Background: an optimization exercise with open tools, aiming at small area. Do not read the settings as production practice.
In this exercise RTL edits were held to simulation tests only and were not proved equivalent to the original.
Power figures rest on the tool's default switching activity, not on a simulated workload.

<file path="config.mk">
export PLATFORM = sky130hd
export DESIGN_NAME = prefetch_buffer_tmr
export DESIGN_NICKNAME = prefetch_buffer_tmr
export VERILOG_FILES = /design/flow/design.v
export SDC_FILE = /design/flow/constraint.sdc
export NUM_CORES = 4
export LEC_CHECK = 0
export CAP_MARGIN = 20
export CORE_MARGIN = 2
export CORE_UTILIZATION = 65
export SETUP_SLACK_MARGIN = 0.5
export SLEW_MARGIN = 20
</file>
<file path="constraint.sdc">
create_clock -name core_clock -period 10.0 [get_ports {clk}]
set_input_delay 2.0000 -clock core_clock [delete_from_list [all_inputs] [get_ports {clk}]]
set_output_delay 2.0000 -clock core_clock [all_outputs]
set_load 0.01 [all_outputs]
</file>
<file path="design.v">
package prefetch_buffer_tmr_pkg;
        typedef struct packed {
                logic                  req;
                logic                  branch;
                logic [32-1:0] branch_addr;
                logic                  fetch_ready;
        } fetch_ctrl_t;
        typedef struct packed {
                logic                  gnt;
                logic                  rvalid;
                logic [32-1:0] rdata;
        } mem_rsp_t;
        typedef struct packed {
                logic                  req;
                logic [32-1:0] addr;
        } mem_req_t;
        typedef struct packed {
                logic                  valid;
                logic [32-1:0] rdata;
                logic                  busy;
        } fetch_out_t;
        typedef logic [3-1:0] repl_vec_t;
endpackage
`timescale 1ns/1ps
module prefetch_buffer_core (
        input  logic                  clk,
        input  logic                  rst_i,
        input  logic                  active_i,
        input  logic                  req_i,
        input  logic                  branch_i,
        input  logic [32-1:0] br_addr_i,
        input  logic                  ready_i,
        input  logic                  gnt_i,
        input  logic                  rvalid_i,
        input  logic [32-1:0] rdata_i,
        output logic                  valid_o,
        output logic [32-1:0] rdata_o,
        output logic                  busy_o,
        output logic                  req_o,
        output logic [32-1:0] addr_o
);
        localparam int ADDR_W = 32;
        localparam int DATA_W = 32;
        logic              pend_q;
        logic              stale_q;
        logic              at_br_q;
        logic [ADDR_W-1:0] addr_q;
        logic [1:0]        out_cnt_q;
        logic [1:0]        out_cnt_d;
        logic [1:0]        disc_cnt_q;
        logic [1:0]        fifo_cnt_q;
        logic              rd_ptr_q;
        logic              wr_ptr;
        logic [DATA_W-1:0] mem0_q;
        logic [DATA_W-1:0] mem1_q;
        logic              can_issue;
        logic              req;
        logic              gnt_fire;
        logic              push;
        logic              pop;
        logic              valid;
        logic [ADDR_W-1:0] addr;
        assign addr = at_br_q ? br_addr_i : addr_q;
        assign can_issue = active_i && req_i && !branch_i
                           && ({1'b0, fifo_cnt_q} + {1'b0, out_cnt_q} < 3'd2);
        assign req      = pend_q || can_issue;
        assign gnt_fire = req && gnt_i;
        assign out_cnt_d = out_cnt_q + {1'b0, gnt_fire} - {1'b0, rvalid_i};
        always_ff @(posedge clk) begin
                if (rst_i) begin
                        pend_q     <= 1'b0;
                        out_cnt_q  <= '0;
                        disc_cnt_q <= '0;
                end else begin
                        pend_q    <= req && !gnt_i;
                        out_cnt_q <= out_cnt_d;
                        if (branch_i) begin
                                disc_cnt_q <= out_cnt_d;
                        end else begin
                                disc_cnt_q <= disc_cnt_q + {1'b0, gnt_fire && stale_q}
                                              - {1'b0, rvalid_i && (disc_cnt_q != '0)};
                        end
                end
        end
        always_ff @(posedge clk) begin
                if (branch_i) begin
                        if (pend_q && !gnt_i) begin
                                addr_q  <= addr;
                                at_br_q <= 1'b0;
                                stale_q <= 1'b1;
                        end else begin
                                at_br_q <= 1'b1;
                                stale_q <= 1'b0;
                        end
                end else if (gnt_fire) begin
                        if (stale_q) begin
                                at_br_q <= 1'b1;
                                stale_q <= 1'b0;
                        end else begin
                                addr_q  <= addr + ADDR_W'(4);
                                at_br_q <= 1'b0;
                        end
                end
        end
        assign wr_ptr = rd_ptr_q ^ fifo_cnt_q[0];
        assign push   = rvalid_i && (disc_cnt_q == '0) && !branch_i;
        assign valid  = (fifo_cnt_q != '0) && !branch_i;
        assign pop    = valid && ready_i;
        always_ff @(posedge clk) begin
                if (rst_i || branch_i) begin
                        fifo_cnt_q <= '0;
                end else begin
                        fifo_cnt_q <= fifo_cnt_q + {1'b0, push} - {1'b0, pop};
                end
        end
        always_ff @(posedge clk) begin
                if (pop) begin
                        rd_ptr_q <= !rd_ptr_q;
                end
                if (push && !wr_ptr) begin
                        mem0_q <= rdata_i;
                end
                if (push && wr_ptr) begin
                        mem1_q <= rdata_i;
                end
        end
        assign valid_o = valid;
        assign rdata_o = valid ? (rd_ptr_q ? mem1_q : mem0_q) : '0;
        assign busy_o  = (out_cnt_q != '0) || (fifo_cnt_q != '0);
        assign req_o   = req;
        assign addr_o  = addr;
endmodule
`timescale 1ns/1ps
module tmr_voter #(
        parameter int W = 1
) (
        input  logic [3-1:0][W-1:0] to_vote_i,
        input  logic [3-1:0]        broken_i,
        output logic [W-1:0]                 voted_o,
        output logic [3-1:0]        odd_o
);
        logic [W-1:0] v0;
        logic [W-1:0] v1;
        logic [W-1:0] v2;
        logic [W-1:0] maj;
        assign v0 = to_vote_i[0];
        assign v1 = to_vote_i[1];
        assign v2 = to_vote_i[2];
        assign maj = (v0 & v1) | (v0 & v2) | (v1 & v2);
        assign odd_o = {|(v2 ^ maj), |(v1 ^ maj), |(v0 ^ maj)};
        always_comb begin
                if (broken_i == '0) begin
                        voted_o = maj;
                end else if (broken_i[0] && !broken_i[1]) begin
                        voted_o = v1;
                end else if (broken_i == 3'b011) begin
                        voted_o = v2;
                end else begin
                        voted_o = v0;
                end
        end
endmodule
`timescale 1ns/1ps
module fault_monitor (
        input  logic                 clk,
        input  logic                 rst_i,
        input  logic [3-1:0] odd_i,
        input  logic [3-1:0] set_broken_i,
        output logic [3-1:0] is_broken_o,
        output logic                 err_detected_o,
        output logic                 err_corrected_o
);
        localparam int CNT_W = 5 - 1;
        localparam logic [CNT_W-1:0] INC    = CNT_W'(4);
        localparam logic [CNT_W-1:0] DEC    = CNT_W'(1);
        localparam logic [CNT_W:0]   THRESH = (CNT_W+1)'(12);
        logic [3-1:0] broken_q;
        logic                  none_broken;
        logic [3-1:0] block_err;
        assign none_broken = (broken_q == '0);
        assign block_err   = none_broken ? odd_i : '0;
        always_comb begin
                err_detected_o = 1'b0;
                case (broken_q)
                        3'b000: err_detected_o = |odd_i;
                        3'b001: err_detected_o = odd_i[1] | odd_i[2];
                        3'b010: err_detected_o = odd_i[0] | odd_i[2];
                        3'b100: err_detected_o = odd_i[0] | odd_i[1];
                        default: err_detected_o = 1'b0;
                endcase
        end
        assign err_corrected_o = |block_err;
        for (genvar r = 0; r < 3; r++) begin : g_mon
                logic [CNT_W-1:0] cnt_q;
                logic [CNT_W-1:0] cnt_d;
                logic             hit;
                always_comb begin
                        if (block_err[r]) begin
                                cnt_d = cnt_q + INC;
                        end else begin
                                cnt_d = (cnt_q < DEC) ? '0 : cnt_q - DEC;
                        end
                end
                assign hit = block_err[r] && ({1'b0, cnt_q} + (CNT_W+1)'(INC) >= THRESH);
                always_ff @(posedge clk) begin
                        if (rst_i) begin
                                cnt_q       <= '0;
                                broken_q[r] <= 1'b0;
                        end else begin
                                cnt_q <= cnt_d;
                                if (set_broken_i[r] || hit) begin
                                        broken_q[r] <= 1'b1;
                                end
                        end
                end
        end
        assign is_broken_o = broken_q;
endmodule
`timescale 1ns/1ps
module prefetch_buffer_tmr (
        input  logic                                  clk,
        input  logic                                  rst_i,
        input  logic                                  fetch_req_i,
        input  logic                                  fetch_branch_i,
        input  logic [32-1:0]                 fetch_branch_addr_i,
        input  logic                                  fetch_ready_i,
        input  logic [3-1:0]                 mem_gnt_i,
        input  logic [3-1:0]                 mem_rvalid_i,
        input  logic [3*32-1:0]      mem_rdata_i,
        input  logic [3-1:0]                 set_broken_i,
        output logic                                  fetch_valid_o,
        output logic [32-1:0]                 fetch_rdata_o,
        output logic                                  fetch_busy_o,
        output logic                                  mem_req_o,
        output logic [32-1:0]                 mem_addr_o,
        output logic [3-1:0]                 is_broken_o,
        output logic                                  err_detected_o,
        output logic                                  err_corrected_o
);
        localparam int FW = 32 + 2;
        localparam int AW = 32;
        logic              active_q;
        logic [AW-1:0]     br_addr_q;
        always_ff @(posedge clk) begin
                if (rst_i) begin
                        active_q <= 1'b0;
                end else if (fetch_branch_i) begin
                        active_q <= 1'b1;
                end
        end
        always_ff @(posedge clk) begin
                if (fetch_branch_i) begin
                        br_addr_q <= fetch_branch_addr_i;
                end
        end
        logic [3-1:0][FW-1:0] fetch_copy;
        logic [3-1:0][AW-1:0] addr_copy;
        logic [3-1:0]         req_copy;
        for (genvar g = 0; g < 3; g++) begin : g_repl
                logic              valid;
                logic [32-1:0] rdata;
                logic              busy;
                prefetch_buffer_core u_core (
                        .clk       (clk),
                        .rst_i     (rst_i),
                        .active_i  (active_q),
                        .req_i     (fetch_req_i),
                        .branch_i  (fetch_branch_i),
                        .br_addr_i (br_addr_q),
                        .ready_i   (fetch_ready_i),
                        .gnt_i     (mem_gnt_i[g]),
                        .rvalid_i  (mem_rvalid_i[g]),
                        .rdata_i   (mem_rdata_i[g*32 +: 32]),
                        .valid_o   (valid),
                        .rdata_o   (rdata),
                        .busy_o    (busy),
                        .req_o     (req_copy[g]),
                        .addr_o    (addr_copy[g])
                );
                assign fetch_copy[g] = {valid, rdata, busy};
        end
        logic [3-1:0] broken;
        logic [FW-1:0]         fetch_voted;
        logic [3-1:0] fetch_odd;
        logic                  req_voted;
        logic [3-1:0] req_odd;
        logic [AW-1:0]         addr_voted;
        logic [3-1:0] addr_odd;
        tmr_voter #(.W(FW)) u_out_voter (
                .to_vote_i (fetch_copy),
                .broken_i  (broken),
                .voted_o   (fetch_voted),
                .odd_o     (fetch_odd)
        );
        tmr_voter #(.W(1)) u_req_voter (
                .to_vote_i (req_copy),
                .broken_i  (broken),
                .voted_o   (req_voted),
                .odd_o     (req_odd)
        );
        tmr_voter #(.W(AW)) u_addr_voter (
                .to_vote_i (addr_copy),
                .broken_i  (broken),
                .voted_o   (addr_voted),
                .odd_o     (addr_odd)
        );
        assign {fetch_valid_o, fetch_rdata_o, fetch_busy_o} = fetch_voted;
        assign mem_req_o  = req_voted;
        assign mem_addr_o = active_q ? addr_voted : '0;
        fault_monitor u_fault_monitor (
                .clk             (clk),
                .rst_i           (rst_i),
                .odd_i           (fetch_odd | req_odd | (active_q ? addr_odd : '0)),
                .set_broken_i    (set_broken_i),
                .is_broken_o     (broken),
                .err_detected_o  (err_detected_o),
                .err_corrected_o (err_corrected_o)
        );
        assign is_broken_o = broken;
endmodule
</file>
<file path="run.sh">
#!/bin/bash
# synth_recipe.tcl (not shown) runs the flow's synth.tcl, then flattens the netlist and writes it again
# the make line also repeats each setting of config.mk as NAME=value (left out here)
make -C /OpenROAD-flow-scripts/flow DESIGN_CONFIG=/design/flow/config.mk WORK_HOME=/design/flow/orfs CLKGATE_MAP_FILE= SYNTH_SCRIPT=/design/flow/synth_recipe.tcl finish
</file>
==> results of run 1 <==
==> cells by family (layout without fill, tap and decap cells) <==
| logic type | Yosys count | after routing | synth area share |
|---|---|---|---|
| AOI/OAI and AO/OA | 512 | 512 | 0.143 |
| xor gates and xnor gates | 108 | 108 | 0.0396 |
| adders and majority gates | 53 | 53 | 0.0276 |
| buffers and inverters | 195 | 386 | 0.0435 |
| DFF | 366 | 366 | 0.445 |
| muxes | 241 | 241 | 0.113 |
| and+or+nand+nor | 939 | 939 | 0.189 |
==> path summary, 6_finish.rpt <==
check | start | to | slack [ns]
worst max-delay path | fetch_branch_i | err_detected_o | 1.48
worst min-delay path | u_fault_monitor.g_mon[2].cnt_q[1]$_SDFFE_PP0N_ | u_fault_monitor.g_mon[2].cnt_q[1]$_SDFFE_PP0N_ | 0.51
worst max register to register | g_repl[0].u_core.at_br_q$_DFFE_PP_ | u_fault_monitor.g_mon[1].cnt_q[2]$_SDFF_PP0_ | 4.95
worst min register to register | u_fault_monitor.g_mon[2].cnt_q[1]$_SDFFE_PP0N_ | u_fault_monitor.g_mon[2].cnt_q[1]$_SDFFE_PP0N_ | 0.51
==> sequential cells by signal, indices dropped and copies added (netlist names) <==
name,cells
g_repl.u_core.out_cnt_q,6
g_repl.u_core.pend_q,3
g_repl.u_core.disc_cnt_q,6
g_repl.u_core.mem0_q,96
g_repl.u_core.stale_q,3
u_fault_monitor.g_mon.cnt_q,12
g_repl.u_core.mem1_q,96
br_addr_q,32
u_fault_monitor.broken_q,3
active_q,1
g_repl.u_core.rd_ptr_q,3
g_repl.u_core.addr_q,96
g_repl.u_core.fifo_cnt_q,6
g_repl.u_core.at_br_q,3
==> power by group through the flow <==
stage | Sequential (mW) | Combinational [mW] | Clock (mW)
finish | 1.87 | 1.14 | 1.47
global route | 1.88 | 1.21 | 1.53
CTS | 1.87 | 1.10 | 1.47
detailed placement | 1.90 | 1.08 | 0
global placement | 1.89 | 1.04 | 0
floorplan | 1.86 | 0.732 | 0
==> Yosys cell counts (12+ instances only) <==
cell type | n | area share
nor3_1 | 94 | 0.020
nor2_1 | 313 | 0.049
a211o_1 | 21 | 0.0077
nand2_1 | 217 | 0.034
mux2_2 | 76 | 0.036
xor2_1 | 27 | 0.0099
o22ai_1 | 36 | 0.0094
buf_6 | 20 | 0.0094
clkbuf_1 | 67 | 0.011
and3_1 | 32 | 0.0084
o21a_1 | 13 | 0.0041
nor4_1 | 32 | 0.0084
edfxtp_1 | 329 | 0.41
a21oi_1 | 155 | 0.032
nand3b_1 | 25 | 0.0079
buf_2 | 22 | 0.0046
o21ai_0 | 102 | 0.021
o32ai_1 | 29 | 0.011
nand3_1 | 61 | 0.013
mux2i_1 | 136 | 0.057
or3_1 | 19 | 0.0050
dfxtp_1 | 37 | 0.031
inv_1 | 56 | 0.0088
a211oi_1 | 21 | 0.0066
mux2i_2 | 15 | 0.0086
o221ai_1 | 37 | 0.014
a31oi_1 | 12 | 0.0031
nor2b_1 | 13 | 0.0034
and2_1 | 37 | 0.0097
nand2b_1 | 22 | 0.0058
ha_1 | 39 | 0.020
nand4_1 | 30 | 0.0079
xnor2_1 | 81 | 0.030
==> area by class of cell <==
type / count / area (um^2) / area share
Clock buffer: 49 / 1060 / 0.0388
Clock inverter: 23 / 210 / 0.00766
Inverter: 58 / 218 / 0.00793
Multi-Input combinational cell: 1853 / 12300 / 0.447
Sequential cell: 366 / 10600 / 0.387
Tap cell: 468 / 586 / 0.0213
Timing Repair Buffer: 256 / 2470 / 0.0900
==> cells in the final DEF, fill, tap and decap left out, types with 37 or more instances in the layout <==
cell and count:
clkdlybuf4s50_1 212, inv_1 56, o221ai_1 37, nor2_1 311, nand2_1 216, o21ai_0 102
mux2_2 76, buf_4 41, ha_1 39, clkbuf_16 39, a21oi_1 155, mux2i_1 136
nor3_1 93, edfxtp_1 329, nand3_1 61, xnor2_1 81
==> stage by stage <==
stage | cells | util | total power [mW] | setup WS, ns
6_report | 3073 | 0.753 | 4.48 | 1.48
5_1_grt | 3073 | 0.753 | 4.62 | 1.51
4_1_cts | 3070 | 0.752 | 4.43 | 1.74
3_5_place_dp | 2998 | 0.717 | 2.98 | 1.76
3_3_place_gp | 2998 | 0.717 | 2.92 | 1.78
2_1_floorplan | 2414 | - | 2.59 | 3.88
==> worst min-delay path, delay by kind of cell (launching register included) <==
kind	cells	cell delay (ns)
DFF	1	0.33
and+or+nand+nor	1	0.07
AOI/OAI and AO/OA	1	0.06
==> routing by layer <==
metal | global-route usage | vias up | part of all wire
met4 | 0.364 | 2 | 0.10
met1 | 0.492 | 10000 | 0.33
met3 | 0.0884 | 497 | 0.10
met2 | 0.680 | 1581 | 0.46
li1 | - | 9348 | -
met5 | 0 | - | 0.00022
==> results by group, run 1 <==
Outcome
  – Status: complete, no violations

Detailed routing
  – Routed Antenna Nets: 0
  – Residual DRC: 0
  – Final WL: between 80000 and 90000 um
  – Vias: roughly 21000
  – Vias per inst: between 6 and 7
  – WL per Instance: between 20 and 30 um
  – First-pass DRT Iterations: 9
  – Initial DRC Count: ~2800

Floorplan
  – Chip height: approximately 200 um
  – Initial Util: 0.655
  – Row count: 70
  – Core area: around 36000 um^2
  – # IOs: about 210
  – Die ar.: around 38000 um^2
  – Die extent in x: slightly below 200 um

Critical path
  – Startpoint types: primary input
  – Setup Crit Path Kind: in2out
  – Arrival time at the worst endpoint: approximately 6.5 ns
  – CP max stage delay: about 1.1 ns
  – CP Buf/Inv Count: 2
  – Delay-heaviest family, CP: simple AND/OR/NAND/NOR gates
  – Setup crit end kind: output port
  – CP required: 8.00 ns
  – CP cell instances: buf_4 -> o21ba_2 -> nand2_1 -> nor3b_1 -> nor4_1 -> o2111ai_1 -> nor4_1 -> nand3_1 -> o21a_1 -> nand3b_1 -> clkdlybuf4s50_1
  – Cells on worst reg2reg path: 11
  – Max stage delay cell, worst path: o21ba_2
  – CP max FO: 47
  – CP dominant cell by count: nor4_1
  – Critical path depth: 11

Global routing
  – GRT overflow: 0
  – GRT Overall Usage: 0.425
  – Vias in the first global route: ~21000
  – Largest net degree at the start of global routing: 58
  – First-pass GRT wire length: between 100000 and 150000 um
  – Initial antenna violation count: 1

Pwr
  – Internal: slightly above 3 mW
  – Logic pwr share: 0.255
  – Reg power frac: 0.417
  – Net Sw Power: ~1.4 mW
  – Sw frac: 0.316
  – PwrDens: ~160 nW/um^2
  – Maximum vdd drop: approximately 0.19 mV
  – Clock Power Share: 0.328
  – Pleak: 9.75 nW

Synth
  – Post-synthesis sequential area ratio: 0.445
  – Syn Inst Count: around 2400
  – Synth unique cells: 93
  – Synth Flop Type: edfxtp_1
  – #FFs+latches synth: 366
  – Avg Cell Area, Syn: around 9.9 um^2
  – Async S/R FF share, synth: 0
  – EDFF count, synth: 329
  – Net Count, Synth: between 2000 and 3000
  – Yosys warns: 6
  – Synth Cell Area: about 24000 um^2

Timing
  – FMAX: about 120 MHz
  – RSZ-0062 raised after global routing: false
  – Relative slew slack: 0.181
  – Final Hold Fails: 0
  – Final Cycle Share: 0.852
  – Setup TNS Final: 0 ns
  – Worst-case clock skew: 0.0212 ns
  – Max-slew violations: 0
  – Min Hold Slack: roughly 0.5 ns
  – Worst Max-Slew Pin Slew: ~1.2 ns
  – Final setup viols: 0
  – Fin crit period: between 8 and 9 ns

CTS
  – Longest Clk Path Bufs: 3
  – Htree depth: 2
  – Post-cts sizing count: 0
  – Setup bufs post-CTS: 0
  – CTS buffer count: 39
  – CTS Root Cell: clkbuf_16
  – CTS Hold Bufs: 0
  – Clock sinks: 366
  – Clock Latency Late Sink: between 0.5 and 0.6 ns
  – TritonCTS clock tree: done
  – Clk pin slew, worst setup/hold paths: 0.06 ns

Job
  – Max-cap viol count: 0

Layout
  – # nets final: 2758
  – Finished Cell Area: about 27000 um^2
  – Area grow syn2layout: 14.9%
  – Share of cells above drive strength 1: 0.0987
  – FILL cells: between 2000 and 2500
  – Diodes inserted: 0

Placement
  – I/O Buffers: approximately 210
  – Routability cong.: approximately 1
  – HPWL after DPL: about 57000 um
  – Dpl cell area: between 20000 and 30000 um^2

Hold path
  – Worst min path class: reg2reg
  – WHS Path Cells: 2
==> inputs of run 2 (changes only) <==
--- a/design.v
+++ b/design.v
@@ -58,2 +58,3 @@
         logic              gnt_fire;
+        logic              step;
         logic              push;
@@ -84,20 +85,13 @@
         end
+        assign step = gnt_fire && !branch_i && !stale_q;
+        always_ff @(posedge clk) begin
+                addr_q <= addr + {{(ADDR_W-3){1'b0}}, step, 2'b00};
+        end
         always_ff @(posedge clk) begin
                 if (branch_i) begin
-                        if (pend_q && !gnt_i) begin
-                                addr_q  <= addr;
-                                at_br_q <= 1'b0;
-                                stale_q <= 1'b1;
-                        end else begin
-                                at_br_q <= 1'b1;
-                                stale_q <= 1'b0;
-                        end
+                        at_br_q <= !(pend_q && !gnt_i);
+                        stale_q <= pend_q && !gnt_i;
                 end else if (gnt_fire) begin
-                        if (stale_q) begin
-                                at_br_q <= 1'b1;
-                                stale_q <= 1'b0;
-                        end else begin
-                                addr_q  <= addr + ADDR_W'(4);
-                                at_br_q <= 1'b0;
-                        end
+                        at_br_q <= stale_q;
+                        stale_q <= 1'b0;
                 end
@@ -144,3 +138,7 @@
         logic [W-1:0] v2;
-        logic [W-1:0] maj;
+        logic [W-1:0] x01;
+        logic [W-1:0] x12;
+        logic         none_broken;
+        logic         pick1;
+        logic         pick2;
         assign v0 = to_vote_i[0];
@@ -148,14 +146,11 @@
         assign v2 = to_vote_i[2];
-        assign maj = (v0 & v1) | (v0 & v2) | (v1 & v2);
-        assign odd_o = {|(v2 ^ maj), |(v1 ^ maj), |(v0 ^ maj)};
-        always_comb begin
-                if (broken_i == '0) begin
-                        voted_o = maj;
-                end else if (broken_i[0] && !broken_i[1]) begin
-                        voted_o = v1;
-                end else if (broken_i == 3'b011) begin
-                        voted_o = v2;
-                end else begin
-                        voted_o = v0;
-                end
+        assign x01 = v0 ^ v1;
+        assign x12 = v1 ^ v2;
+        assign odd_o = {|(~x01 & x12), |(x01 & x12), |(x01 & ~x12)};
+        assign none_broken = (broken_i == '0);
+        assign pick1       = broken_i[0] && !broken_i[1];
+        assign pick2       = (broken_i == 3'b011);
+        for (genvar i = 0; i < W; i++) begin : g_bit
+                assign voted_o[i] = (pick2 || (none_broken && x01[i])) ? v2[i]
+                                    : pick1 ? v1[i] : v0[i];
         end
==> flow/run.sh (new file) <==
#!/bin/bash
# Layout flow: the standard layout (standard.sh) after a synthesis that
# differs from the standard one only in how combinational logic is mapped
# (see flow/synth.tcl), with the smallest buffer on every port.
# Each tool's full output goes to its own log in the work folder.
set -euo pipefail
W=$(pwd)
export AREA_ABC_SCRIPT=$W/flow/area.abc
make -C "$FLOW_HOME" DESIGN_CONFIG="$W/config.mk" WORK_HOME="$W/orfs" CLKGATE_MAP_FILE= \
  SYNTH_SCRIPT="$W/flow/synth.tcl" synth > "$W/synth.log" 2>&1
export BUFFER_PORTS_ARGS="-buffer_cell sky130_fd_sc_hd__buf_1"
bash standard.sh > "$W/layout.log" 2>&1
==> flow/area.abc (new file) <==
strash
ifraig
dc2
dch -f
amap
==> flow/synth.tcl (new file) <==
# synth_recipe.tcl (the standard synthesis) with two changes to the
# combinational mapping only: ORFS's adder extraction is skipped, and ABC
# maps with an area-oriented script (flow/area.abc) in place of ORFS's
# speed script. The flip-flops are mapped by the same steps as before, so
# they keep the standard synthesis's names and cell types.
proc synth {args} { yosys synth -nofsm -noshare {*}$args }
proc area_abc_args {abc_args} {
  set i [lsearch -exact $abc_args -script]
  return [lreplace $abc_args [expr {$i + 1}] [expr {$i + 1}] $::env(AREA_ABC_SCRIPT)]
}
set fh [open $::env(SCRIPTS_DIR)/synth.tcl r]
set body [read $fh]
close $fh
set n [regsub {log_cmd abc \{\*\}\$abc_args} $body {log_cmd abc {*}[area_abc_args $abc_args]} body]
if { $n != 1 } { error "abc step not found in synth.tcl" }
if { [info exists ::env(ADDER_MAP_FILE)] } { unset ::env(ADDER_MAP_FILE) }
eval $body
# left out here: clear keep_hierarchy, flatten, clean up, hide names made inside functions, write 1_2_yosys.v
==> standard.sh (new file) <==
#!/bin/bash
# synth_recipe.tcl (not shown) runs the flow's synth.tcl, then flattens the netlist and writes it again
# the make line also repeats each setting of config.mk as NAME=value (left out here)
make -C /OpenROAD-flow-scripts/flow DESIGN_CONFIG=/design/flow/config.mk WORK_HOME=/design/flow/orfs CLKGATE_MAP_FILE= SYNTH_SCRIPT=/design/flow/synth_recipe.tcl "${@:-finish}"
removed: run.sh
==> run 2 against run 1 <==
Largest power group unchanged. Sequential share of layout area grew 7.7 points. Critical path type unchanged. Register-to-register slack worse by 2.6 ns. Global-route usage is 4.7 points lower. Total power decreased by 15%. First-iteration DRC count decreased by 27%. Still clean. Sequential cell count unchanged. Wire length is 32% lower.
==> results by group, run 2 <==
Pwr
  – Logic pwr share: 0.169 (-0.086)
  – Sw frac: 0.283 (-0.0331)
  – Pleak: 6.67 nW (-32%)
  – Clock Power Share: 0.373 (+0.045)
  – Maximum vdd drop: 0.171 mV (-9.0%)
  – Net Sw Power: 1.08 mW (-24%)
  – Internal: 2.74 mW (-11%)
  – PwrDens: 184 nW/um^2 (+13%)
  – Reg power frac: 0.457 (+0.040)
  – Overall power: 3.82 mW (-15%)

Timing
  – Worst-case clock skew: 0.0115 ns (-0.00962 ns)
  – RSZ-0062 raised after global routing: true
  – Final setup viols: 0 (unchanged)
  – Final Hold Fails: 0 (unchanged)
  – FMAX: 107 MHz (-8.7%)
  – Setup TNS Final: 0 ns (unchanged)
  – Final Cycle Share: 0.934 (+0.0813)
  – Worst Max-Slew Pin Slew: 0.963 ns (-0.258 ns)
  – Relative slew slack: 0.358 (+0.177)
  – Fin crit period: 9.34 ns (+0.813 ns)
  – Max-slew violations: 0 (unchanged)

CTS
  – CTS Hold Bufs: 0 (unchanged)
  – CTS Root Cell: clkbuf_16
  – Longest Clk Path Bufs: 3 (unchanged)
  – Clock Latency Late Sink: 0.54 ns (-0.04 ns)
  – Clk pin slew, worst setup/hold paths: 0.06 ns (about the same)
  – Setup bufs post-CTS: 0 (unchanged)
  – Htree depth: 2 (unchanged)
  – Clock sinks: 366 (unchanged)
  – TritonCTS clock tree: done
  – CTS buffer count: 38 (-2.6%)

Critical path
  – Startpoint types: primary input
  – CP required: 8.00 ns (about the same)
  – Arrival time at the worst endpoint: 7.34 ns (+0.82 ns)
  – Setup crit end kind: output port
  – Setup Crit Path Kind: in2out
  – Cells on worst reg2reg path: 57 (+46)
  – CP max FO: 33 (-30%)

Detailed routing
  – Residual DRC: 0 (unchanged)
  – WL per Instance: 21.5 um (-20%)
  – Initial DRC Count: 2014 (-27%)
  – Routed Antenna Nets: 0 (unchanged)
  – First-pass DRT Iterations: 7 (-2)
  – Final WL: 56000 um (-32%)
  – Vias: 17100 (-20%)
  – Vias per inst: 6.57 (-5.9%)

Layout
  – FILL cells: 1859 (-23%)
  – # nets final: 2380 (-14%)
  – Share of cells above drive strength 1: 0.0745 (-0.0241)
  – Sequential cell area: 9660 um^2 (-9.1%)
  – Most common cell after layout, fill and taps aside: nor2_1
  – Area grow syn2layout: 16.9%
  – Non-filler cells, final: 2611 (-15%)
  – Most frequent cells in the layout: 282 x nor2_1, 233 x edfxtp_1, 228 x clkinv_1
  – Multi-input gate area: 7460 um^2 (-39%)
  – Largest regs: g_repl.u_core.addr_q (96), g_repl.u_core.mem0_q (96), g_repl.u_core.mem1_q (96)

Synth
  – Avg Cell Area, Syn: 9.14 um^2 (-7.6%)
  – Share of the synthesized area in the top cell type: 0.394 (-0.0202)
  – Post-synthesis sequential area ratio: 0.543 (+0.0986)
  – Most common cell in the netlist: nor2_1
  – Synth Flop Type: edfxtp_1
  – #FFs+latches synth: 366 (unchanged)
  – Largest area contributor in the netlist: edfxtp_1
  – Yosys warns: 3 (-3)
  – EDFF count, synth: 233 (-29%)
  – Top post-synthesis cells by area: edfxtp_1 39%, dfxtp_1 15%, o22ai_1 7.6%
  – Synth Cell Area: 17800 um^2 (-26%)
  – Post-synth top cells: 325 x nor2_1, 235 x clkinv_1, 233 x edfxtp_1
  – Synth unique cells: 38 (-59%)
  – Async S/R FF share, synth: 0 (unchanged)
  – Syn Inst Count: 1945 (-19%)
  – Net Count, Synth: 2087 (-20%)

Placement
  – Routability cong.: 0.976 (-4.2%)
  – HPWL after DPL: 38700 um (-32%)
  – I/O Buffers: 213 (unchanged)
  – Placed instance count: 2539 (-15%)

Floorplan
  – Core area: 26900 um^2 (-26%)
  – Die ar.: 28700 um^2 (-25%)
  – Initial Util: 0.661 (+0.00613)
  – Die extent in x: 169 um (-13%)
  – Row count: 60 (-14%)
  – Chip height: 169 um (-13%)
  – # IOs: 214 (unchanged)

Global routing
  – Met3 Use GR: 0.0611 (-0.0273)
  – GRT Overall Usage: 0.378 (-0.0471)
  – Vias in the first global route: 16200 (-22%)
  – Initial antenna violation count: 2 (+1)
  – Largest net degree at the start of global routing: 68 (+17%)
  – Met2 global-route usage: 0.640 (-0.0405)
  – GRT Max-Usage Layer: met2
  – First-pass GRT wire length: 84500 um (-31%)
  – GR Util met1: 0.451 (-0.0415)
  – GRT overflow: 0 (unchanged)

Outcome
  – Status: complete, no violations

Hold path
  – WHS Path Cells: 2 (unchanged)
  – Worst min path class: reg2reg

Job
  – Max-cap viol count: 0 (unchanged)
run 2: power groups by stage:
stage               registers [mW]  clock network, mW  logic, mW
CTS                           1.75               1.43      0.623
global placement              1.77                  0      0.604
detailed placement            1.78                  0      0.619
floorplan                     1.77                  0      0.406
finish                        1.75               1.43      0.647
global route                  1.76               1.49      0.697
run 2: metrics by stage:
| stage | setup WS, ns | utilization | area, um^2 | hold WS, ns |
|---|---|---|---|---|
| 2_1_floorplan | 1.17 | - | 17800 | 0.443 |
| 6_report | 0.663 | 0.774 | 20800 | 0.471 |
| 5_1_grt | 0.449 | 0.773 | 20800 | 0.499 |
| 3_3_place_gp | 0.250 | 0.720 | 19300 | 0.458 |
| 4_1_cts | 0.545 | 0.767 | 20600 | 0.474 |
| 3_5_place_dp | 0.0205 | 0.720 | 19300 | 0.466 |
run 2: cell type report:
class                      count  share of cell area
clock inverter                19             0.00981
tap                          341              0.0205
inverter                     235              0.0424
multi-input combinational   1344               0.359
sequential                   366               0.465
antenna                        2            0.000241
timing repair buffer         253              0.0530
clock buffer                  51              0.0506
run 2: critical path, cell delays in order:
cell       delay [ns]
clkbuf_2         0.11
buf_4            0.21
buf_4            0.31
nor2_1           0.50
clkinv_1         0.84
buf_4            0.44
nor2_1           0.27
nand2_1          0.08
o21ai_0          0.19
o22ai_1          0.16
a211oi_1         0.20
o21ai_0          0.11
nor4_1           0.43
o2111ai_1        0.19
nor4_1           0.34
buf_4            0.23
nor4_1           0.05
o32ai_1          0.25
o311ai_0         0.21
buf_1            0.17
run 2: timing repair:
action | in CTS | in global routing
resized for setup | 1 | 63
setup endpoints to repair | 3 | 19
pin swaps | 0 | 2
run 2: kinds of logic (layout without fill, tap and decap cells):
family          Yosys count  in the layout  share of synthesized area
compound gates          757            757                      0.271
buf+inv                 235            558                     0.0496
flops                   366            366                      0.543
other cells               0              2                          0
simple gates            587            587                      0.136
run 2: layer usage:
| layer | up-vias | wire [um] |
|---|---|---|
| li1 | 7912 | - |
| met1 | 7942 | 20100 |
| met2 | 1036 | 26900 |
| met3 | 259 | 5120 |
| met4 | 0 | 3960 |
| met5 | - | 0 |
run 2: path summary, 6_finish.rpt:
kind,slack [ns],start,to
setup reg to reg,2.39,active_q$_SDFFE_PP0P_,g_repl[2].u_core.addr_q[31]$_DFF_P_
setup / recovery,0.66,fetch_branch_i,err_detected_o
hold / removal,0.47,u_fault_monitor.g_mon[0].cnt_q[3]$_SDFF_PP0_,u_fault_monitor.broken_q[0]$_SDFFE_PP0P_
hold reg to reg,0.47,u_fault_monitor.g_mon[0].cnt_q[3]$_SDFF_PP0_,u_fault_monitor.broken_q[0]$_SDFFE_PP0P_
==> inputs of run 3 (changes only) <==
--- a/flow/run.sh
+++ b/flow/run.sh
@@ -3,3 +3,4 @@
 # differs from the standard one only in how combinational logic is mapped
-# (see flow/synth.tcl), with the smallest buffer on every port.
+# (see flow/synth.tcl), with the smallest buffer on every port and a
+# clock tree of small buffers.
 # Each tool's full output goes to its own log in the work folder.
@@ -11,2 +12,4 @@
 export BUFFER_PORTS_ARGS="-buffer_cell sky130_fd_sc_hd__buf_1"
+# Smaller clock buffers in smaller clusters, and no dummy loads
+export CTS_ARGS="-sink_clustering_enable -repair_clock_nets -dont_use_dummy_load -buf_list sky130_fd_sc_hd__clkbuf_4 -sink_clustering_size 8 -sink_clustering_max_diameter 50"
 bash standard.sh > "$W/layout.log" 2>&1
==> flow/area.abc (replaced) <==
strash
ifraig
dc2
dc2
dch -f
amap
--- a/config.mk
+++ b/config.mk
@@ -9,3 +9,3 @@
 export CORE_MARGIN = 2
-export CORE_UTILIZATION = 65
+export CORE_UTILIZATION = 55
 export SETUP_SLACK_MARGIN = 0.5
==> run 3 against run 2 <==
Combinational power decreased by 0.9%. First-iteration DRC count shrank 37%. Wire length decreased by 2.6%. Count of clock-buffer cells in the layout is 3 higher. Fmax rose by 5.7%. Still clean. Total power is 18% lower.
==> results by group, run 3 <==
Hold path
  – WHS Path Cells: 2 (unchanged)
  – Worst min path class: reg2reg

Critical path
  – CP required: 10.64 ns (+2.64 ns)
  – CP dominant cell by count: nor2_2
  – CP max stage delay: 0.20 ns (-0.64 ns)
  – Arrival time at the worst endpoint: 9.46 ns (+2.12 ns)
  – Setup Crit Path Kind: in2reg
  – Setup crit end kind: register
  – Cells on worst reg2reg path: 61 (+7.0%)
  – Startpoint types: primary input
  – CP max FO: 4 (-88%)
  – Max stage delay cell, worst path: nor3_4

Layout
  – Area grow syn2layout: 13.7%
  – Largest regs: g_repl.u_core.addr_q (96), g_repl.u_core.mem0_q (96), g_repl.u_core.mem1_q (96)
  – # nets final: 2418 (+1.6%)
  – Most common cell after layout, fill and taps aside: nor2_1
  – Most frequent cells in the layout: 316 x nor2_1, 233 x edfxtp_1, 221 x clkinv_1
  – FILL cells: 2777 (+49%)
  – Share of cells above drive strength 1: 0.0932 (+0.0187)

Pwr
  – PwrDens: 155 nW/um^2 (-15%)
  – Maximum vdd drop: 0.112 mV (-34%)
  – Overall power: 3.11 mW (-18%)
  – Pleak: 6.48 nW (-2.9%)

Floorplan
  – Die extent in x: 183 um (+8.1%)
  – Row count: 65 (+8.3%)
  – Core area: 31600 um^2 (+17%)
  – Initial Util: 0.559 (-0.103)
  – Die ar.: 33500 um^2 (+17%)
  – # IOs: 214 (unchanged)
  – Chip height: 183 um (+8.1%)

Detailed routing
  – WL per Instance: 20.4 um (-5.0%)
  – Vias: 16500 (-3.8%)
  – Routed Antenna Nets: 0 (unchanged)
  – Vias per inst: 6.16 (-6.2%)
  – Residual DRC: 0 (unchanged)
  – First-pass DRT Iterations: 7 (unchanged)
  – Final WL: 54600 um (-2.6%)
  – Initial DRC Count: 1278 (-37%)

Timing
  – Fin crit period: 8.83 ns (-0.508 ns)
  – FMAX: 113 MHz (+5.7%)
  – Relative slew slack: 0.342 (-0.0159)
  – Final Hold Fails: 0 (unchanged)
  – RSZ-0062 raised after global routing: true
  – Setup TNS Final: 0 ns (unchanged)
  – Final Cycle Share: 0.883 (-0.0508)
  – Worst Max-Slew Pin Slew: 0.987 ns (+0.0239 ns)
  – Max-slew violations: 0 (unchanged)
  – Final setup viols: 0 (unchanged)
  – Worst-case clock skew: 0.108 ns (+0.0966 ns)

Placement
  – HPWL after DPL: 39000 um (+0.78%)
  – Routability cong.: 0.995 (+1.9%)
  – I/O Buffers: 213 (unchanged)

Synth
  – Synth Flop Type: edfxtp_1
  – Async S/R FF share, synth: 0 (unchanged)
  – Most common cell in the netlist: nor2_1
  – Synth unique cells: 38 (unchanged)
  – Net Count, Synth: 2090 (+0.14%)
  – #FFs+latches synth: 366 (unchanged)
  – Synth Cell Area: 17600 um^2 (-0.83%)
  – Syn Inst Count: 1948 (+0.15%)
  – Share of the synthesized area in the top cell type: 0.397 (+0.00330)
  – Avg Cell Area, Syn: 9.05 um^2 (-0.98%)
  – Largest area contributor in the netlist: edfxtp_1
  – Post-synth top cells: 392 x nor2_1, 233 x edfxtp_1, 232 x clkinv_1
  – Top post-synthesis cells by area: edfxtp_1 40%, dfxtp_1 15%, nor2_1 8.3%
  – Yosys warns: 3 (unchanged)
  – Post-synthesis sequential area ratio: 0.548 (+0.00455)
  – EDFF count, synth: 233 (unchanged)

Outcome
  – Status: complete, no violations

Job
  – Max-cap viol count: 0 (unchanged)

CTS
  – Clock sinks: 366 (unchanged)
  – TritonCTS clock tree: done
  – Longest Clk Path Bufs: 3 (unchanged)
  – CTS Root Cell: clkbuf_4
  – Htree depth: 2 (unchanged)
  – Clock Latency Late Sink: 0.78 ns (+0.24 ns)
  – Clk pin slew, worst setup/hold paths: 0.09 ns (+0.03 ns)
  – CTS buffer count: 54 (+42%)

Global routing
  – Vias in the first global route: 15500 (-4.8%)
  – First-pass GRT wire length: 83100 um (-1.6%)
  – GRT Overall Usage: 0.321 (-0.0575)
  – GRT overflow: 0 (unchanged)
  – Initial antenna violation count: 2 (unchanged)
  – Largest net degree at the start of global routing: 70 (+2.9%)
==> run 3: cell types whose count changed in the layout (fill, tap and decap cells not counted), sizes merged, moves of 23 or more <==
cell   previous run  this run
a21oi           144       196
nor2            325       392
nor3             50        23
o21a             43        12
o221a            27         4
nand2           146       114
o22ai           215       191
==> run 3: worst paths after layout <==
path | start | end | slack [ns]
worst max-delay path | fetch_branch_i | g_repl[2].u_core.addr_q[31]$_DFF_P_ | 1.17
worst min-delay path | u_fault_monitor.g_mon[2].cnt_q[0]$_SDFFE_PP0N_ | u_fault_monitor.g_mon[2].cnt_q[0]$_SDFFE_PP0N_ | 0.50
worst max register to register | g_repl[2].u_core.at_br_q$_DFFE_PP_ | g_repl[2].u_core.addr_q[31]$_DFF_P_ | 1.92
worst min register to register | u_fault_monitor.g_mon[2].cnt_q[0]$_SDFFE_PP0N_ | u_fault_monitor.g_mon[2].cnt_q[0]$_SDFFE_PP0N_ | 0.50
==> run 3: cells by family (layout without fill, tap and decap cells) <==
kind of cell / count (synthesis) / in the layout / share of synthesized area
AOI/OAI and AO/OA: 775 / 775 / 0.272
other: 0 / 1 / 0
buffers and inverters: 232 / 558 / 0.0494
and+or+nand+nor: 575 / 575 / 0.130
DFF: 366 / 366 / 0.548
==> run 3: critical path: cells and delay by family <==
| family | cells | cell delay (ns) |
|---|---|---|
| AOI/OAI and AO/OA | 2 | 0.20 |
| and+or+nand+nor | 32 | 4.35 |
| buffers and inverters | 30 | 2.91 |
==> run 3: per-layer routing <==
layer	global-route usage	part of all wire	vias to the layer above
li1	-	-	7952
met1	0.383	0.39	7703
met2	0.566	0.50	696
met3	0.0433	0.064	149
met4	0.166	0.053	0
met5	0	0	-
==> run 3: cell type report <==
cell class / count / area [um^2] / share of cell area
repair buffers: 272 / 1240 / 0.0621
well taps: 402 / 503 / 0.0251
inverters: 232 / 872 / 0.0435
multi-input cells: 1350 / 7360 / 0.367
diodes: 1 / 2.50 / 0.000125
clock buffers: 54 / 405 / 0.0202
flip-flops and latches: 366 / 9660 / 0.482
==> run 3: through the flow <==
step	utilization	setup slack [ns]	hold slack [ns]	cell area, um^2	std cells
CTS	0.627	0.471	0.498	19800	2671
floorplan	-	0.557	0.443	17600	1948
global placement	0.614	-0.148	0.473	19400	2617
global route	0.635	0.412	0.537	20000	2677
finish	0.635	1.17	0.498	20000	2677
detailed placement	0.614	-0.400	0.486	19400	2617
==> run 3: what timing repair did <==
item                                    CTS  global route
buffers inserted                          0             5
gates cloned                              0             0
pin swaps                                 0            12
hold buffers                              0             0
endpoints found under the setup margin    4            15
endpoints found under the hold margin     0             0
gates resized for setup                   3            88
==> run 3: power breakdown <==
group	internal [mW]	leakage [nW]	switching [mW]	total (mW)
logic	0.206	2.97	0.435	0.641
clock network	0.246	0.248	0.479	0.724
registers	1.70	3.26	0.0453	1.75
==> inputs of run 4 (changes only) <==
--- a/config.mk
+++ b/config.mk
@@ -10,3 +10,3 @@
 export CORE_UTILIZATION = 55
-export SETUP_SLACK_MARGIN = 0.5
+export SETUP_SLACK_MARGIN = 0
 export SLEW_MARGIN = 20
==> run 4 against run 3 <==
Still clean. Cell count decreased by 0.22%. Combinational power decreased by 0.6%. Clock skew fell by 0.030 ns. Area after synthesis is the same. Sequential power is essentially flat. Wire length is 0.42% higher. Design area down 0.56%. Sequential share of layout area rose by 0.27 points. Die area did not move. Critical endpoint is now g_repl[0].u_core.addr_q[31]$_DFF_P_.
==> results by group, run 4 <==
Outcome
  – Status: complete, no violations

CTS
  – Clock Latency Late Sink: 0.78 ns (about the same)
  – CTS Root Cell: clkbuf_4
  – Setup bufs post-CTS: 0 (unchanged)
  – Htree depth: 2 (unchanged)
  – Clock sinks: 366 (unchanged)
  – CTS Hold Bufs: 0 (unchanged)
  – TritonCTS clock tree: done
  – CTS buffer count: 53 (-1.9%)
  – Clk pin slew, worst setup/hold paths: 0.09 ns (about the same)
  – Post-cts sizing count: 0 (-3)
  – Longest Clk Path Bufs: 3 (unchanged)

Timing
  – Relative slew slack: 0.342 (about the same)
  – Final Cycle Share: 0.916 (+0.0326)
  – Final setup viols: 0 (unchanged)
  – Worst-case clock skew: 0.0781 ns (-0.0299 ns)
  – Final Hold Fails: 0 (unchanged)
  – Min Hold Slack: 0.501 ns (+0.00279 ns)
  – Worst Max-Slew Pin Slew: 0.982 ns (-0.00573 ns)
  – Setup TNS Final: 0 ns (unchanged)
  – Max-slew violations: 0 (unchanged)
  – Fin crit period: 9.16 ns (+0.326 ns)
  – FMAX: 109 MHz (-3.6%)

Global routing
  – GRT overflow: 0 (unchanged)
  – Initial antenna violation count: 2 (unchanged)
  – GRT Overall Usage: 0.326 (+0.00487)
  – Largest net degree at the start of global routing: 71 (+1.4%)
  – First-pass GRT wire length: 84200 um (+1.3%)
  – Vias in the first global route: 15600 (+1.2%)

Pwr
  – Maximum vdd drop: 0.136 mV (+21%)
  – PwrDens: 156 nW/um^2 (+0.52%)
  – Pleak: 6.44 nW (-0.63%)
  – Overall power: 3.11 mW (about the same)

Job
  – Max-cap viol count: 0 (unchanged)

Synth
  – Synth Cell Area: 17600 um^2 (unchanged)
  – Syn Inst Count: 1948 (unchanged)
  – Share of the synthesized area in the top cell type: 0.397 (unchanged)
  – Top post-synthesis cells by area: edfxtp_1 40%, dfxtp_1 15%, nor2_1 8.3%
  – Synth unique cells: 38 (unchanged)
  – Async S/R FF share, synth: 0 (unchanged)
  – Most common cell in the netlist: nor2_1
  – Post-synth top cells: 392 x nor2_1, 233 x edfxtp_1, 232 x clkinv_1
  – EDFF count, synth: 233 (unchanged)
  – Synth Flop Type: edfxtp_1
  – Post-synthesis sequential area ratio: 0.548 (unchanged)
  – #FFs+latches synth: 366 (unchanged)
  – Largest area contributor in the netlist: edfxtp_1
  – Avg Cell Area, Syn: 9.05 um^2 (unchanged)
  – Net Count, Synth: 2090 (unchanged)
  – Yosys warns: 3 (unchanged)

Layout
  – FILL cells: 2751 (-0.94%)
  – Most common cell after layout, fill and taps aside: nor2_1
  – Largest regs: g_repl.u_core.addr_q (96), g_repl.u_core.mem0_q (96), g_repl.u_core.mem1_q (96)
  – Share of cells above drive strength 1: 0.0785 (-0.0147)
  – Non-filler cells, final: 2671 (-0.22%)
  – Most frequent cells in the layout: 337 x nor2_1, 233 x edfxtp_1, 226 x clkinv_1
  – # nets final: 2411 (-0.29%)
  – Area grow syn2layout: 13.1%
  – Finished Cell Area: 19900 um^2 (-0.56%)

Detailed routing
  – WL per Instance: 20.5 um (+0.65%)
  – Initial DRC Count: 1205 (-5.7%)
  – Final WL: 54800 um (+0.42%)
  – Routed Antenna Nets: 0 (unchanged)
  – First-pass DRT Iterations: 8 (+1)
  – Vias: 16300 (-1.1%)
  – Vias per inst: 6.11 (-0.92%)
  – Residual DRC: 0 (unchanged)

Critical path
  – Max stage delay cell, worst path: nor3_2
  – CP Buf/Inv Count: 29 (-3.3%)
  – Arrival time at the worst endpoint: 9.80 ns (+0.34 ns)
  – R2R Path Start: g_repl[0].u_core.at_br_q$_DFFE_PP_
  – CP dominant cell by count: clkinv_1
  – Startpoint types: primary input
  – Setup Crit Path Kind: in2reg
  – Delay-heaviest family, CP: simple AND/OR/NAND/NOR gates
  – Cells on worst reg2reg path: 58 (-4.9%)
  – Critical path depth: 63 (-1.6%)
  – Setup crit end kind: register
  – Reg2reg setup slack: 1.55 ns (-0.37 ns)
  – Crit path from: fetch_branch_i
  – CP max FO: 3 (-1)
  – CP max stage delay: 0.23 ns (+0.03 ns)
  – CP required: 10.64 ns (about the same)
  – CP endpoint: g_repl[0].u_core.addr_q[31]$_DFF_P_
  – Reg2reg end: g_repl[0].u_core.addr_q[31]$_DFF_P_

Hold path
  – Hold Startpoint: u_fault_monitor.g_mon[2].cnt_q[0]$_SDFFE_PP0N_
  – Worst min path class: reg2reg

Placement
  – Routability cong.: 0.957 (-3.8%)
  – Dpl cell area: 19400 um^2 (about the same)
  – HPWL after DPL: 39100 um (+0.12%)
  – I/O Buffers: 213 (unchanged)
  – Placed instance count: 2616 (-0.038%)

Floorplan
  – Core area: 31600 um^2 (unchanged)
  – Initial Util: 0.559 (unchanged)
  – Die extent in x: 183 um (unchanged)
  – # IOs: 214 (unchanged)
  – Chip height: 183 um (unchanged)
  – Row count: 65 (unchanged)
  – Die ar.: 33500 um^2 (unchanged)
==> run 4: cell count changes in the layout (fill, tap and decap cells not counted), moves of 4 or more <==
cell      before  now
clkinv_1     221  226
nor2_2        73   53
nor2_1       316  337
buf_4         59   53
inv_2         10    6
==> run 4: cell families after synthesis <==
kind of cell | synth area share
buffers and inverters | 0.0494
AND/OR/NAND/NOR | 0.130
flip-flops | 0.548
AO/OA/AOI/OAI | 0.272
==> run 4: worst min path at each step <==
stage	to	slack [ns]	depth (start not counted)
5_1_grt	u_fault_monitor.g_mon[2].cnt_q[0]$_SDFFE_PP0N_	0.52	2
3_5_place_dp	u_fault_monitor.g_mon[2].cnt_q[0]$_SDFFE_PP0N_	0.49	2
2_1_floorplan	u_fault_monitor.broken_q[0]$_SDFFE_PP0P_	0.44	2
3_3_place_gp	u_fault_monitor.g_mon[2].cnt_q[0]$_SDFFE_PP0N_	0.47	2
4_1_cts	u_fault_monitor.g_mon[2].cnt_q[0]$_SDFFE_PP0N_	0.51	2
6_report	u_fault_monitor.g_mon[2].cnt_q[0]$_SDFFE_PP0N_	0.50	2
==> run 4: layout make-up <==
class / instances / area (um^2) / share of cell area
diodes: 2 / 5.00 / 0.000251
clock buffers: 53 / 398 / 0.0200
inverters: 232 / 871 / 0.0437
multi-input cells: 1350 / 7300 / 0.366
flip-flops and latches: 366 / 9660 / 0.485
well taps: 402 / 503 / 0.0252
repair buffers: 266 / 1200 / 0.0601
==> run 4: layer usage <==
metal / wire (um) / up-vias / GRT usage / part of all wire
li1: - / 7927 / - / -
met1: 21500 / 7573 / 0.395 / 0.39
met2: 26300 / 641 / 0.551 / 0.48
met3: 3430 / 170 / 0.0439 / 0.063
met4: 3620 / 0 / 0.205 / 0.066
met5: 0 / - / 0 / 0
==> run 4: tightest hold or removal path, delay by kind of cell, from the launching register on <==
family	cells	cell delay [ns]
buf+inv	1	0.05
flops	1	0.34
compound gates	1	0.06
==> run 4: power by group <==
group	switching, mW	internal, mW	total (mW)
clock	0.485	0.242	0.727
combinational	0.433	0.204	0.637
sequential	0.0457	1.70	1.75
==> run 4: per-stage QoR <==
step | setup WS, ns | utilization
CTS | 0.397 | 0.626
finish | 0.844 | 0.632
floorplan | 0.499 | -
global route | -0.0926 | 0.632
global placement | -0.0375 | 0.614
detailed placement | -0.369 | 0.614
==> inputs of run 5 (changes only) <==
--- a/config.mk
+++ b/config.mk
@@ -9,3 +9,3 @@
 export CORE_MARGIN = 2
-export CORE_UTILIZATION = 55
+export CORE_UTILIZATION = 70
 export SETUP_SLACK_MARGIN = 0
==> run 5 against run 4 <==
Synthesized cell count did not move. Clock skew rose by 0.016 ns. Register-to-register slack got worse by 0.15 ns. Critical endpoint is now g_repl[2].u_core.addr_q[31]$_DFF_P_.
==> results by group, run 5 <==
Critical path
  – Startpoint types: primary input
  – CP max stage delay: 0.22 ns (about the same)
  – Max stage delay cell, worst path: nor3_2
  – Arrival time at the worst endpoint: 10.00 ns (+0.20 ns)
  – Setup crit end kind: register
  – CP dominant cell by count: nor2_2
  – CP required: 10.59 ns (-0.05 ns)
  – CP max FO: 3 (unchanged)
  – Setup Crit Path Kind: in2reg

Synth
  – Synth Cell Area: 17600 um^2 (unchanged)
  – Net Count, Synth: 2090 (unchanged)
  – Mux contribution to synthesized area: 0 (unchanged)
  – Yosys warns: 3 (unchanged)
  – EDFF count, synth: 233 (unchanged)
  – Main combinational cell family by area after synthesis: compound AO/OA/AOI/OAI gates
  – Synth unique cells: 38 (unchanged)
  – #FFs+latches synth: 366 (unchanged)
  – Syn Inst Count: 1948 (unchanged)
  – Post-synth top cells: 392 x nor2_1, 233 x edfxtp_1, 232 x clkinv_1
  – Post-synthesis sequential area ratio: 0.548 (unchanged)
  – Largest area contributor in the netlist: edfxtp_1
  – Top post-synthesis cells by area: edfxtp_1 40%, dfxtp_1 15%, nor2_1 8.3%
  – Async S/R FF share, synth: 0 (unchanged)
  – Share of the synthesized area in the top cell type: 0.397 (unchanged)
  – Simple-Gate Fraction of Synth Area: 0.130 (unchanged)
  – Synth Area in Compound Gates: 0.272 (unchanged)
  – Most common cell in the netlist: nor2_1
  – Post-synthesis adder-cell area fraction: 0 (unchanged)
  – Avg Cell Area, Syn: 9.05 um^2 (unchanged)
  – Post-synthesis xor/xnor area fraction: 0 (unchanged)
  – Synth Flop Type: edfxtp_1

Global routing
  – Vias in the first global route: 16300 (+4.0%)
  – GRT overflow: 0 (unchanged)
  – First-pass GRT wire length: 84700 um (+0.55%)
  – GRT Overall Usage: 0.414 (+0.0888)
  – Initial antenna violation count: 1 (-1)
  – Largest net degree at the start of global routing: 71 (unchanged)

Detailed routing
  – First-pass DRT Iterations: 9 (+1)
  – Vias per inst: 6.75 (+11%)
  – Initial DRC Count: 2522 (+110%)
  – Vias: 17600 (+7.6%)
  – Residual DRC: 0 (unchanged)
  – Final WL: 56500 um (+3.0%)
  – Routed Antenna Nets: 0 (unchanged)
  – WL per Instance: 21.7 um (+5.8%)

Pwr
  – Pleak: 6.44 nW (about the same)
  – PwrDens: 157 nW/um^2 (+0.60%)
  – Maximum vdd drop: 0.143 mV (+5.3%)

Layout
  – Share of cells above drive strength 1: 0.0873 (+0.00875)
  – Finished Cell Area: 19900 um^2 (-0.15%)
  – Most common cell after layout, fill and taps aside: nor2_1
  – Area grow syn2layout: 12.9%
  – Largest regs: g_repl.u_core.addr_q (96), g_repl.u_core.mem0_q (96), g_repl.u_core.mem1_q (96)
  – Most frequent cells in the layout: 318 x nor2_1, 233 x edfxtp_1, 227 x clkinv_1
  – # nets final: 2413 (+0.083%)

Timing
  – Fin crit period: 9.41 ns (+0.250 ns)
  – Final setup viols: 0 (unchanged)
  – Relative slew slack: 0.330 (-0.0117)
  – FMAX: 106 MHz (-2.7%)
  – Final WS setup: 0.594 ns (-0.250 ns)
  – Worst-case clock skew: 0.0946 ns (+0.0165 ns)
  – Worst Max-Slew Pin Slew: 0.999 ns (+0.0175 ns)
  – Final Cycle Share: 0.941 (+0.0250)
  – Min Hold Slack: 0.495 ns (-0.00616 ns)
  – Max-slew violations: 0 (unchanged)
  – Final Hold Fails: 0 (unchanged)

Outcome
  – Status: complete, no violations

Floorplan
  – Die extent in x: 163 um (-11%)
  – Core area: 25000 um^2 (-21%)
  – Row count: 58 (-11%)
  – Die ar.: 26500 um^2 (-21%)
  – Initial Util: 0.706 (+0.148)
  – # IOs: 214 (unchanged)
  – Chip height: 163 um (-11%)

CTS
  – Longest Clk Path Bufs: 3 (unchanged)
  – Htree depth: 2 (unchanged)
  – Clock Latency Late Sink: 0.75 ns (-0.03 ns)
  – CTS buffer count: 53 (unchanged)
  – Clk pin slew, worst setup/hold paths: 0.10 ns (about the same)
  – CTS Root Cell: clkbuf_4
  – TritonCTS clock tree: done
  – Clock sinks: 366 (unchanged)

Hold path
  – Worst min path class: reg2reg

Placement
  – Dpl ws: -0.600 ns (-0.231 ns)
  – HPWL after DPL: 39200 um (+0.40%)
  – I/O Buffers: 213 (unchanged)
  – Routability cong.: 1.01 (+6.0%)
  – Dpl cell area: 19300 um^2 (-0.43%)

Job
  – Max-cap viol count: 0 (unchanged)
## run 5: worst max-delay path, delay by kind of cell
kind	cells	cell delay, ns
and+or+nand+nor	32	4.56
buffers and inverters	30	3.16
AOI/OAI and AO/OA	2	0.21
## run 5: cell type report
class                   instances  area [um^2]
fillers                      1639         5060
diodes                          1         2.50
multi-input cells            1350         7340
well taps                     330          413
clock buffers                  53          398
repair buffers                268         1210
inverters                     232          871
flip-flops and latches        366         9660
## run 5: stage by stage
step / TNS, ns / total power, mW / util / instances
after CTS: 0 / 3.09 / 0.788 / 2598
after detailed placement: -2.79 / 2.40 / 0.772 / 2545
after floorplan: 0 / 2.18 / - / 1948
after global placement: -0.212 / 2.37 / 0.772 / 2545
final: 0 / 3.13 / 0.797 / 2600
after global routing: -1.08 / 3.23 / 0.797 / 2600
## run 5: logic make-up after synthesis
kind of cell,count (synthesis)
compound gates,775
simple gates,575
flops,366
buf+inv,232
## run 5: worst paths after layout
check / startpoint / to / slack (ns) / cells past startpoint
hold / removal: u_fault_monitor.g_mon[0].cnt_q[3]$_SDFF_PP0_ / u_fault_monitor.broken_q[0]$_SDFFE_PP0P_ / 0.49 / 2
setup reg to reg: g_repl[2].u_core.at_br_q$_DFFE_PP_ / g_repl[2].u_core.addr_q[31]$_DFF_P_ / 1.40 / 61
setup / recovery: fetch_branch_i / g_repl[2].u_core.addr_q[31]$_DFF_P_ / 0.59 / 64
hold reg to reg: u_fault_monitor.g_mon[0].cnt_q[3]$_SDFF_PP0_ / u_fault_monitor.broken_q[0]$_SDFFE_PP0P_ / 0.49 / 2
## run 5: layer usage
layer  track usage  part of all wire  wire, um
met1         0.489              0.34     19000
met2         0.720              0.49     27500
met3        0.0667              0.11      6090
met4         0.239             0.068      3850
met5             0                 0         0
## run 5: timing repair
item | 4_1_cts | 5_1_grt
setup endpoints to repair | 0 | 15
buffers inserted | 0 | 1
resized for setup | 0 | 82
endpoints found under the hold margin | 0 | 0
hold buffers | 0 | 0
## run 5: where the power goes
group | leakage, nW | internal [mW] | switching [mW] | total [mW]
Sequential | 3.26 | 1.70 | 0.0496 | 1.75
Clock | 0.244 | 0.242 | 0.483 | 0.725
Combinational | 2.94 | 0.205 | 0.443 | 0.648
==> inputs of run 6 (changes only) <==
--- a/config.mk
+++ b/config.mk
@@ -9,3 +9,4 @@
 export CORE_MARGIN = 2
-export CORE_UTILIZATION = 70
+export CORE_UTILIZATION = 55
+export GPL_TIMING_DRIVEN = 0
 export SETUP_SLACK_MARGIN = 0
==> run 6 against run 5 <==
Area after synthesis stayed put. First-iteration DRC count decreased by 43%. Global-route usage is 9.2 points lower. Sequential power about the same. Cell count increased by 2.3%. Die area rose by 27%. Critical path type unchanged. Largest cell class unchanged.
==> results by group, run 6 <==
Outcome
  – Status: complete, no violations

CTS
  – Clock Latency Late Sink: 0.85 ns (+0.10 ns)
  – CTS buffer count: 53 (unchanged)
  – Clock sinks: 366 (unchanged)
  – Clk pin slew, worst setup/hold paths: 0.09 ns (about the same)
  – CTS Root Cell: clkbuf_4
  – CTS Hold Bufs: 0 (unchanged)
  – TritonCTS clock tree: done
  – Htree depth: 2 (unchanged)
  – Longest Clk Path Bufs: 3 (unchanged)

Pwr
  – Maximum vdd drop: 0.108 mV (-24%)
  – PwrDens: 155 nW/um^2 (-1.6%)
  – Pleak: 6.54 nW (+1.4%)

Layout
  – # nets final: 2398 (-0.62%)
  – Most common cell after layout, fill and taps aside: nor2_1
  – Share of cells above drive strength 1: 0.0856 (-0.00164)
  – Area grow syn2layout: 14.9%
  – Post-layout util: 0.642 (-0.155)
  – Finished Cell Area: 20300 um^2 (+1.8%)
  – Largest regs: g_repl.u_core.addr_q (96), g_repl.u_core.mem0_q (96), g_repl.u_core.mem1_q (96)
  – Most frequent cells in the layout: 327 x nor2_1, 233 x edfxtp_1, 217 x clkinv_1

Detailed routing
  – WL per Instance: 20.5 um (-5.5%)
  – Residual DRC: 0 (unchanged)
  – First-pass DRT Iterations: 6 (-3)
  – Vias per inst: 6.20 (-8.2%)
  – Initial DRC Count: 1429 (-43%)
  – Vias: 16500 (-6.1%)
  – Routed Antenna Nets: 0 (unchanged)
  – Final WL: 54600 um (-3.3%)

Critical path
  – Max stage delay cell, worst path: nor3_2
  – CP dominant cell by count: clkinv_1
  – CP max stage delay: 0.22 ns (about the same)
  – Setup crit end kind: register
  – Setup Crit Path Kind: in2reg
  – Arrival time at the worst endpoint: 10.06 ns (+0.06 ns)
  – CP max FO: 26 (+23)
  – Reg2reg setup slack: 1.52 ns (+0.12 ns)
  – CP required: 10.72 ns (+0.13 ns)
  – Startpoint types: primary input

Global routing
  – GRT overflow: 0 (unchanged)
  – Initial antenna violation count: 2 (+1)
  – GRT Overall Usage: 0.323 (-0.0917)
  – Largest net degree at the start of global routing: 68 (-4.2%)
  – First-pass GRT wire length: 83200 um (-1.8%)
  – Vias in the first global route: 15600 (-3.9%)

Synth
  – Largest area contributor in the netlist: edfxtp_1
  – Syn Inst Count: 1948 (unchanged)
  – Top post-synthesis cells by area: edfxtp_1 40%, dfxtp_1 15%, nor2_1 8.3%
  – Main combinational cell family by area after synthesis: compound AO/OA/AOI/OAI gates
  – Share of the synthesized area in the top cell type: 0.397 (unchanged)
  – Net Count, Synth: 2090 (unchanged)
  – Most common cell in the netlist: nor2_1
  – Post-synthesis xor/xnor area fraction: 0 (unchanged)
  – Synth Area in Compound Gates: 0.272 (unchanged)
  – #FFs+latches synth: 366 (unchanged)
  – Simple-Gate Fraction of Synth Area: 0.130 (unchanged)
  – Synth unique cells: 38 (unchanged)
  – Synth Flop Type: edfxtp_1
  – Avg Cell Area, Syn: 9.05 um^2 (unchanged)
  – EDFF count, synth: 233 (unchanged)
  – Yosys warns: 3 (unchanged)
  – Post-synth top cells: 392 x nor2_1, 233 x edfxtp_1, 232 x clkinv_1
  – Post-synthesis adder-cell area fraction: 0 (unchanged)
  – Synth Cell Area: 17600 um^2 (unchanged)
  – Post-synthesis sequential area ratio: 0.548 (unchanged)
  – Mux contribution to synthesized area: 0 (unchanged)
  – Async S/R FF share, synth: 0 (unchanged)

Placement
  – I/O Buffers: 213 (unchanged)
  – HPWL after DPL: 39600 um (+1.0%)
  – Routability cong.: 0.940 (-7.3%)
  – Dpl cell area: 19600 um^2 (+1.5%)

Floorplan
  – Chip height: 183 um (+13%)
  – Core area: 31600 um^2 (+26%)
  – Row count: 65 (+12%)
  – Die ar.: 33500 um^2 (+27%)
  – # IOs: 214 (unchanged)
  – Initial Util: 0.559 (-0.148)
  – Die extent in x: 183 um (+13%)

Timing
  – Final Cycle Share: 0.934 (-0.00662)
  – FMAX: 107 MHz (+0.71%)
  – Worst-case clock skew: 0.0940 ns (-0.000575 ns)
  – Fin crit period: 9.34 ns (-0.0662 ns)
  – Final Hold Fails: 0 (unchanged)
  – Relative slew slack: 0.333 (+0.00335)
  – Min Hold Slack: 0.503 ns (+0.00847 ns)
  – Worst Max-Slew Pin Slew: 0.994 ns (-0.00499 ns)
  – Final setup viols: 0 (unchanged)
  – Max-slew violations: 0 (unchanged)

Hold path
  – Worst min path class: reg2reg

Job
  – Max-cap viol count: 0 (unchanged)
[run 6: area by class of cell]
| type | instances | area (um^2) |
|---|---|---|
| clock buffers | 53 | 398 |
| diodes | 4 | 10.0 |
| well taps | 402 | 503 |
| multi-input cells | 1350 | 7390 |
| flip-flops and latches | 366 | 9660 |
| inverters | 232 | 896 |
| repair buffers | 253 | 1400 |
| fillers | 2715 | 11300 |
[run 6: stage by stage]
stage	setup TNS (ns)	std cells	power (mW)	setup slack, ns
final	0	2660	3.13	0.660
after global routing	-0.0718	2658	3.27	-0.0354
after CTS	0	2650	3.13	0.0151
after detailed placement	-11.37	2597	2.42	-1.27
after global placement	-202.01	2563	2.38	-4.45
after floorplan	0	1948	2.18	0.499
[run 6: timing repair]
item	in CTS	in global routing
buffers inserted	0	6
pin swaps	0	9
endpoints found under the hold margin	0	0
endpoints found under the setup margin	6	17
resized for setup	5	82
[run 6: power breakdown]
group          switching [mW]  total [mW]  internal [mW]
sequential             0.0443        1.75           1.70
clock                   0.487       0.729          0.242
combinational           0.441       0.657          0.216
[run 6: critical path: cells and delay by family]
family | cells | cell delay (ns)
and+or+nand+nor | 32 | 4.79
buffers and inverters | 28 | 3.03
AOI/OAI and AO/OA | 2 | 0.24
[run 6: cells by family after synthesis]
| family | after synthesis |
|---|---|
| AO/OA/AOI/OAI | 775 |
| flip-flops | 366 |
| buffers and inverters | 232 |
| AND/OR/NAND/NOR | 575 |
[run 6: worst paths after layout]
path	cells past startpoint	start	end
hold / removal	2	u_fault_monitor.g_mon[2].cnt_q[0]$_SDFFE_PP0N_	u_fault_monitor.g_mon[2].cnt_q[0]$_SDFFE_PP0N_
hold reg to reg	2	u_fault_monitor.g_mon[2].cnt_q[0]$_SDFFE_PP0N_	u_fault_monitor.g_mon[2].cnt_q[0]$_SDFFE_PP0N_
setup reg to reg	58	g_repl[0].u_core.at_br_q$_DFFE_PP_	g_repl[0].u_core.addr_q[31]$_DFF_P_
setup / recovery	62	fetch_branch_i	g_repl[0].u_core.addr_q[31]$_DFF_P_
[run 6: layer usage]
layer,wire [um],track usage
met3,4050,0.0580
met4,3110,0.188
met2,26500,0.549
met5,0,0
met1,20900,0.386

==> re-timing with driven ports <==
Ports are ideal in the flow. The routed layouts listed here were re-timed in OpenROAD.
Step 1: set_driving_cell puts a clkbuf_16 on clk and a buf_2 on each other input, an assumption about the parent block.
Step 2, shift: input delay + t, output delay - t, t = (earliest + latest rising clock arrival at the registers) / 2. This alone moves slack from input paths to output paths.
Three values: no drivers, after step 1, after step 2; two values: the first two.
run | t (ns) | setup WS [ns] | worst hold slack (ns) | worst setup path at the end
run 1 | 0.625 | 1.476 / 1.452 / 1.452 | 0.508 / 0.508 / 0.508 | input to output
run 2 | 0.587 | 0.663 / 0.590 / 0.590 | 0.471 / 0.471 / 0.471 | input to output
run 3 | 0.775 | 1.171 / 1.138 / 0.363 | 0.498 / 0.498 / 0.498 | input to register
run 4 | 0.788 | 0.844 / 0.802 / 0.014 | 0.501 / 0.501 / 0.501 | input to register
run 5 | 0.751 | 0.594 / 0.622 / -0.129 | 0.495 / 0.495 / 0.495 | input to register
run 6 | 0.850 | 0.660 / 0.672 / -0.178 | 0.503 / 0.503 / 0.503 | input to register
Met with ideal ports but missed after step 2: setup timing in run 5 and run 6. For run 6, which loses most, drivers alone change the setup slack by +0.012 ns; drivers and shift together by -0.838 ns.
